Context: an optimization exercise on an open-source flow, tuned for small area. The choices shown serve that exercise and are no tape-out recipe. In this exercise RTL edits were held to simulation tests only and were not proved equivalent to the original. Power figures rest on the tool's default switching activity, not on a simulated workload.

== run E ==
==> flow/design.v <==
package beep_pkg;
    typedef logic [3:0] digit_t;
    typedef logic [2:0] digit_idx_t;
    function automatic logic audible(input digit_t d);
        audible = d != 4'h0 && d <= 4'ha;
    endfunction
    function automatic logic [3:0] morse_code(input digit_t d);
        if (!audible(d))
            morse_code = 4'h0;
        else if (d >= 4'h6)
            morse_code = {1'b1, 3'(d - 4'h5)};
        else
            morse_code = {1'b0, d[2:0]};
    endfunction
endpackage
`timescale 1ns/1ps
module key_edge (
    input  logic                 clk,
    input  logic                 rst,
    input  logic                 enable,
    input  logic                 encode_key,
    input  logic [7:0]           digit_key,
    output logic                 press,       
    output logic                 enc_press,   
    output beep_pkg::digit_idx_t sel_idx      
);
    logic       fresh;
    logic       enc_dly;
    logic [7:0] dig_dly;
    logic [7:0] dig_edge;
    assign enc_press = encode_key & (~enc_dly | fresh);
    assign dig_edge  = digit_key & (~dig_dly | {8{fresh}});
    assign press     = enc_press | (|dig_edge);
    always_comb begin
        sel_idx = '0;
        for (int i = 7; i >= 0; i--) begin
            if (dig_edge[i])
                sel_idx = beep_pkg::digit_idx_t'(i);
        end
    end
    always_ff @(posedge clk or posedge rst) begin
        if (rst)
            fresh <= 1'b1;
        else
            fresh <= !enable;
    end
    always_ff @(posedge clk) begin
        enc_dly <= encode_key;
        dig_dly <= digit_key;
    end
endmodule
`timescale 1ns/1ps
module digit_encoder (
    input  logic                 clk,
    input  logic                 rst,
    input  logic                 enable,
    input  logic                 press,
    input  logic                 enc_press,
    input  beep_pkg::digit_idx_t sel_idx,
    input  logic [31:0]          shown,
    output logic                 load,
    output logic                 load_all,
    output beep_pkg::digit_t     wtop,
    output beep_pkg::digit_t     wlow,
    output logic                 any_q
);
    logic                 act;    
    logic                 all;    
    beep_pkg::digit_idx_t ptr;    
    beep_pkg::digit_t     digit;
    logic                 aud;
    logic                 last;
    logic [31:0]          wq;
    assign digit = shown[{ptr, 2'b00} +: 4];
    assign aud   = beep_pkg::audible(digit);
    assign wtop  = wq[31:28];
    assign wlow  = wq[3:0];
    assign last  = !all || ptr == beep_pkg::digit_idx_t'(8 - 1);
    always_ff @(posedge clk or posedge rst) begin
        if (rst) begin
            act  <= 1'b0;
            load <= 1'b0;
        end else if (!enable) begin
            act  <= 1'b0;
            load <= 1'b0;
        end else begin
            load <= act && last;
            act  <= press || (act && !last);
        end
    end
    always_ff @(posedge clk) begin
        if (press) begin
            all <= enc_press;
            ptr <= enc_press ? '0 : sel_idx;
        end else begin
            ptr <= ptr + 1'b1;
        end
        load_all <= all;
        wq       <= {wq[27:0], beep_pkg::morse_code(digit)};
        if (act)
            any_q <= (all && ptr != '0 && any_q) || aud;
    end
endmodule
`timescale 1ns/1ps
module beat_sequencer (
    input  logic                 clk,
    input  logic                 rst,
    input  logic                 enable,
    input  logic                 load,
    input  logic                 load_all,
    input  beep_pkg::digit_t     wtop,
    input  beep_pkg::digit_t     wlow,
    input  logic                 any_q,
    input  logic [2:0]           speed_choose,
    output logic                 tone_on,
    output logic                 playing
);
    logic        run;       
    logic [31:0] slots;
    logic        fill;      
    logic        all;       
    logic [2:0]  sym;       
    logic [1:0]  ph;        
    logic [5:0]  cnt;       
    logic        fast;
    logic        mid;
    logic [3:0]  code;
    logic [3:0]  in;
    logic        gap;
    logic        long_end;  
    logic        ph_end;
    logic        dig_end;
    logic        beat_end;
    logic        more;      
    assign code     = slots[31:28];
    assign more     = slots[27:0] != '0;
    assign gap      = sym[2] && sym[0];
    assign long_end = gap ? !(code == 4'd2) : code[3] ^ (sym >= code[2:0]);
    assign ph_end   = long_end ? ph[1] : ph[0];
    assign dig_end  = beat_end && gap && ph_end;
    assign beat_end = &cnt[3:0] && (fast || (cnt[4] && (mid || cnt[5])));
    always_comb begin
        if (load)
            in = load_all ? wtop : wlow;
        else if (fill && all)
            in = wtop;
        else
            in = '0;
    end
    assign playing = run;
    assign tone_on = run && !gap && !ph_end;
    always_ff @(posedge clk or posedge rst) begin
        if (rst) begin
            run <= 1'b0;
        end else if (!enable) begin
            run <= 1'b0;
        end else if (load) begin
            run <= any_q;
        end else if (dig_end && !more) begin
            run <= 1'b0;
        end
    end
    always_ff @(posedge clk) begin
        if (load || fill || code[2:0] == '0 || dig_end)
            slots <= {slots[27:0], in};
        if (load) begin
            fill <= 1'b1;
            all  <= load_all;
            sym  <= '0;
            ph   <= '0;
            cnt  <= '0;
            fast <= speed_choose == 3'b001;
            mid  <= speed_choose == 3'b010;
        end else begin
            if (cnt[2:0] == 3'd6)
                fill <= 1'b0;
            cnt <= cnt + 1'b1;
            if (beat_end) begin
                if (ph_end) begin
                    ph  <= '0;
                    sym <= dig_end ? '0 : sym + 1'b1;
                end else begin
                    ph <= ph + 1'b1;
                end
            end
        end
    end
endmodule
`timescale 1ns/1ps
module tone_gen (
    input  logic       clk,
    input  logic       rst,
    input  logic       enable,
    input  logic       tone_on,
    input  logic [7:0] freq_choose,
    output logic       beep
);
    logic [7:0] ph_t;    
    logic       go;
    logic       wrap;
    logic [3:0] any2, many2;
    logic [1:0] any4, many4;
    logic       onehot;
    always_comb begin
        for (int j = 0; j < 4; j++) begin
            any2[j]  = freq_choose[2*j] | freq_choose[2*j+1];
            many2[j] = freq_choose[2*j] & freq_choose[2*j+1];
        end
        for (int j = 0; j < 2; j++) begin
            any4[j]  = any2[2*j] | any2[2*j+1];
            many4[j] = many2[2*j] | many2[2*j+1] | (any2[2*j] & any2[2*j+1]);
        end
        onehot = (any4[0] | any4[1]) & !(many4[0] | many4[1] | (any4[0] & any4[1]));
    end
    assign go = tone_on && onehot;
    always_comb begin
        wrap = 1'b0;
        for (int i = 0; i < 8; i++)
            if (freq_choose[i] && ph_t[7 - i])
                wrap = 1'b1;
    end
    always_ff @(posedge clk or posedge rst) begin
        if (rst) begin
            beep <= 1'b0;
        end else if (!enable) begin
            beep <= 1'b0;
        end else if (go) begin
            if (wrap)
                beep <= ~beep;
        end else begin
            beep <= 1'b0;
        end
    end
    always_ff @(posedge clk) begin
        if (go && !wrap)
            ph_t <= {ph_t[6:0], 1'b1};
        else
            ph_t <= '0;
    end
endmodule
`timescale 1ns/1ps
module beep_top (
    input  logic        clk,
    input  logic        rst,
    input  logic        enable,
    input  logic [31:0] shown,
    input  logic        encode_key,
    input  logic [7:0]  digit_key,
    input  logic [7:0]  freq_choose,
    input  logic [2:0]  speed_choose,
    output logic        beep,
    output logic        playing
);
    logic                 press;
    logic                 enc_press;
    beep_pkg::digit_idx_t sel_idx;
    logic                 load;
    beep_pkg::digit_t     wtop;
    logic                 load_all;
    logic                 any_q;
    beep_pkg::digit_t     wlow;
    logic                 tone_on;
    key_edge key_edge_i (
        .clk        (clk),
        .rst        (rst),
        .enable     (enable),
        .encode_key (encode_key),
        .digit_key  (digit_key),
        .press      (press),
        .enc_press  (enc_press),
        .sel_idx    (sel_idx)
    );
    digit_encoder digit_encoder_i (
        .clk       (clk),
        .rst       (rst),
        .enable    (enable),
        .press     (press),
        .enc_press (enc_press),
        .sel_idx   (sel_idx),
        .shown     (shown),
        .load      (load),
        .load_all  (load_all),
        .wtop      (wtop),
        .wlow      (wlow),
        .any_q     (any_q)
    );
    beat_sequencer beat_sequencer_i (
        .clk          (clk),
        .rst          (rst),
        .enable       (enable),
        .load         (load),
        .load_all     (load_all),
        .wtop         (wtop),
        .any_q        (any_q),
        .wlow         (wlow),
        .speed_choose (speed_choose),
        .tone_on      (tone_on),
        .playing      (playing)
    );
    tone_gen tone_gen_i (
        .clk         (clk),
        .rst         (rst),
        .enable      (enable),
        .tone_on     (tone_on),
        .freq_choose (freq_choose),
        .beep        (beep)
    );
endmodule
export LEC_CHECK = 0
export CAP_MARGIN = 20
export CORE_MARGIN = 2
export CORE_UTILIZATION = 70
export CTS_BUF_LIST = sky130_fd_sc_hd__clkbuf_4
export SLEW_MARGIN = 20
create_clock -name core_clock -period 10.0 [get_ports {clk}]
standard.sh (not shown) runs the stock make flow with config.mk's settings and CLKGATE_MAP_FILE= SYNTH_SCRIPT=/design/flow/synth_recipe.tcl, a recipe that flattens the netlist after the stock synthesis.
==> flow/flow/run.sh <==
#!/bin/bash
# Layout flow: the standard flow with
#  - an area-oriented ABC script in synthesis (flip-flops unchanged),
#  - buf_1 port buffers,
#  - clock tree synthesis without dummy loads.
# Each step's full output goes to a log file in the work folder.
set -euo pipefail
export FLOW_WORK_DIR=$PWD
export FLOW_FLOW_DIR=$PWD/flow
bash standard.sh synth SYNTH_SCRIPT=$FLOW_FLOW_DIR/synth_area.tcl > synth.log 2>&1
bash standard.sh finish SYNTH_SCRIPT=$FLOW_FLOW_DIR/synth_area.tcl \
  "BUFFER_PORTS_ARGS=-buffer_cell sky130_fd_sc_hd__buf_1" \
  "CTS_ARGS=-sink_clustering_enable -repair_clock_nets -dont_use_dummy_load -buf_list sky130_fd_sc_hd__clkbuf_8" \
  > layout.log 2>&1
==> flow/flow/area.script <==
strash
&get -n
&fraig -x
&put
scorr
dc2
strash
&get -n
&dch -f
&nf -R 1000
&put
==> flow/flow/synth_area.tcl <==
# The standard flow's synthesis (synth_recipe.tcl in the work folder) with one change: ABC maps the
# combinational logic with an area-oriented script (flow/area.script) and no delay target.
# The flip-flops are mapped before ABC runs, so they are the standard synthesis's.
proc abc {args} {
  set out {}
  set skip 0
  foreach a $args {
    if {$skip} { set skip 0; continue }
    if {$a eq "-script" || $a eq "-D"} { set skip 1; continue }
    lappend out $a
  }
  yosys abc -script $::env(FLOW_FLOW_DIR)/area.script {*}$out
}
source $::env(FLOW_WORK_DIR)/synth_recipe.tcl
Setup changes, run E to run D
-- flow/design.v --
<<< run E, line 117
);
    logic        run;       
    logic [31:0] slots;
    logic        fill;      
    logic        all;       
    logic [2:0]  sym;       
    logic [1:0]  ph;        
    logic [5:0]  cnt;       
    logic        fast;
    logic        mid;
    logic [3:0]  code;
    logic [3:0]  in;
    logic        gap;
    logic        long_end;  
>>> run D, line 117
);
    logic        run;       
    logic [31:0] ring;
    logic [3:0]  cur;       
    logic        seek;      
    logic        more;      
    logic        fill;      
    logic        all;       
    logic [2:0]  sym;       
    logic [1:0]  ph;        
    logic [7:0]  sym_ge;    
    logic [5:0]  cnt;       
    logic        fast;
    logic        mid;
    logic [3:0]  cand;      
    logic        take;      
    logic        gap;
    logic        long_end;  
<<< run E, line 132
    logic        dig_end;
    logic        beat_end;
    logic        more;      
    assign code     = slots[31:28];
    assign more     = slots[27:0] != '0;
    assign gap      = sym[2] && sym[0];
    assign long_end = gap ? !(code == 4'd2) : code[3] ^ (sym >= code[2:0]);
    assign ph_end   = long_end ? ph[1] : ph[0];
    assign dig_end  = beat_end && gap && ph_end;
>>> run D, line 136
    logic        dig_end;
    logic        beat_end;
    assign sym_ge   = {2'b00, sym[2] & !sym[1], sym[2] & !sym[0], sym[2], sym[1] | sym[2], sym[0] | sym[2], 1'b1};
    assign gap      = sym_ge[5];
    assign long_end = gap ? !(cur == 4'd2) : cur[3] ^ sym_ge[cur[2:0]];
    assign ph_end   = long_end ? ph[1] : ph[0];
    assign dig_end  = beat_end && gap && ph_end;
<<< run E, line 142
    always_comb begin
        if (load)
            in = load_all ? wtop : wlow;
        else if (fill && all)
            in = wtop;
        else
            in = '0;
    end
    assign playing = run;
    assign tone_on = run && !gap && !ph_end;
>>> run D, line 144
    always_comb begin
        if (load)
            cand = load_all ? wtop : wlow;
        else if (fill)
            cand = all ? wtop : 4'h0;
        else
            cand = ring[31:28];
    end
    assign take = (load || seek || dig_end) && cand != 4'h0;
    assign playing = run;
    assign tone_on = run && !gap && !ph_end;
<<< run E, line 162
    end
    always_ff @(posedge clk) begin
        if (load || fill || code[2:0] == '0 || dig_end)
            slots <= {slots[27:0], in};
        if (load) begin
            fill <= 1'b1;
>>> run D, line 165
    end
    always_ff @(posedge clk) begin
        ring <= {ring[27:0], take ? 4'h0 : cand};
        seek <= (load || seek || dig_end) && !take;
        if (take)
            more <= 1'b0;
        else if (cand != 4'h0)
            more <= 1'b1;
        if (take)
            cur <= cand;
        if (load) begin
            fill <= 1'b1;
<<< run E, line 179
                if (ph_end) begin
                    ph  <= '0;
                    sym <= dig_end ? '0 : sym + 1'b1;
                end else begin
                    ph <= ph + 1'b1;
                end
            end
>>> run D, line 188
                if (ph_end) begin
                    ph  <= '0;
                    sym <= dig_end ? '0 : {sym[1:0], !sym[2]};
                end else begin
                    ph <= {ph[0], 1'b1};
                end
            end
<<< run E, line 196
    output logic       beep
);
    logic [7:0] ph_t;    
    logic       go;
    logic       wrap;
>>> run D, line 205
    output logic       beep
);
    logic [4:0] jc;      
    logic [8:0] ge;      
    logic       go;
    logic       wrap;
<<< run E, line 215
    assign go = tone_on && onehot;
    always_comb begin
        wrap = 1'b0;
        for (int i = 0; i < 8; i++)
            if (freq_choose[i] && ph_t[7 - i])
                wrap = 1'b1;
    end
>>> run D, line 225
    assign go = tone_on && onehot;
    always_comb begin
        ge[0] = 1'b1;
        for (int k = 1; k <= 5; k++)
            ge[k] = jc[k-1] | jc[4];
        for (int k = 6; k <= 8; k++)
            ge[k] = !jc[k-6] & jc[4];
        wrap = 1'b0;
        for (int i = 0; i < 8; i++)
            if (freq_choose[i] && ge[8 - i])
                wrap = 1'b1;
    end
<<< run E, line 234
    always_ff @(posedge clk) begin
        if (go && !wrap)
            ph_t <= {ph_t[6:0], 1'b1};
        else
            ph_t <= '0;
    end
endmodule
>>> run D, line 249
    always_ff @(posedge clk) begin
        if (go && !wrap)
            jc <= {jc[3:0], !jc[4]};
        else
            jc <= '0;
    end
endmodule
Results
Re placeable core area: run D is about 3% down on run E. Higher met3 track utilization from global routing among run E and run D: run D. Run D leaves more setup margin than run E. Run D vs run E: switching power down by more than 10%. Diff run E -> run D | clock period minus worst slack | decrease of 0.098 ns. Going from run E to run D, the die area was shrunk. Cmp run E and run D / net count after synthesis / higher: run D.

separate check: timing with driven ports:
In the flow no input, the clock included, has a driving cell. The finished layouts below were timed again as built, in two steps.
Step 1: set_driving_cell puts a clkbuf_16 on clk and a buf_2 on each other input, an assumption about the parent block.
Step 2 adds t to the input delays and takes it off the output delays; t is the mean of the earliest and latest rising clock arrival at the registers after step 1. Input paths then give back, and output paths get back, about the clock's delay inside the block.
a / b / c = ideal ports / drivers / drivers and shift; a / b = the first two.
| run | t (ns) | setup WS [ns] | hold WS [ns] | slew at the worst register clock pin (ns) | worst slew at a driven data input, ns |
|---|---|---|---|---|---|
| run E | 0.370 | 6.272 / 6.274 / 5.904 | 0.323 / 0.323 / 0.323 | 0.12 / 0.12 | 0.04 |
| run D | 0.382 | 6.370 / 6.377 / 5.996 | 0.306 / 0.306 / 0.306 | 0.11 / 0.11 | 0.03 |
After both steps setup and hold are still met in every run listed. The setup slack of run D, which loses most, moves by +0.007 ns with the drivers and by -0.374 ns with both steps.
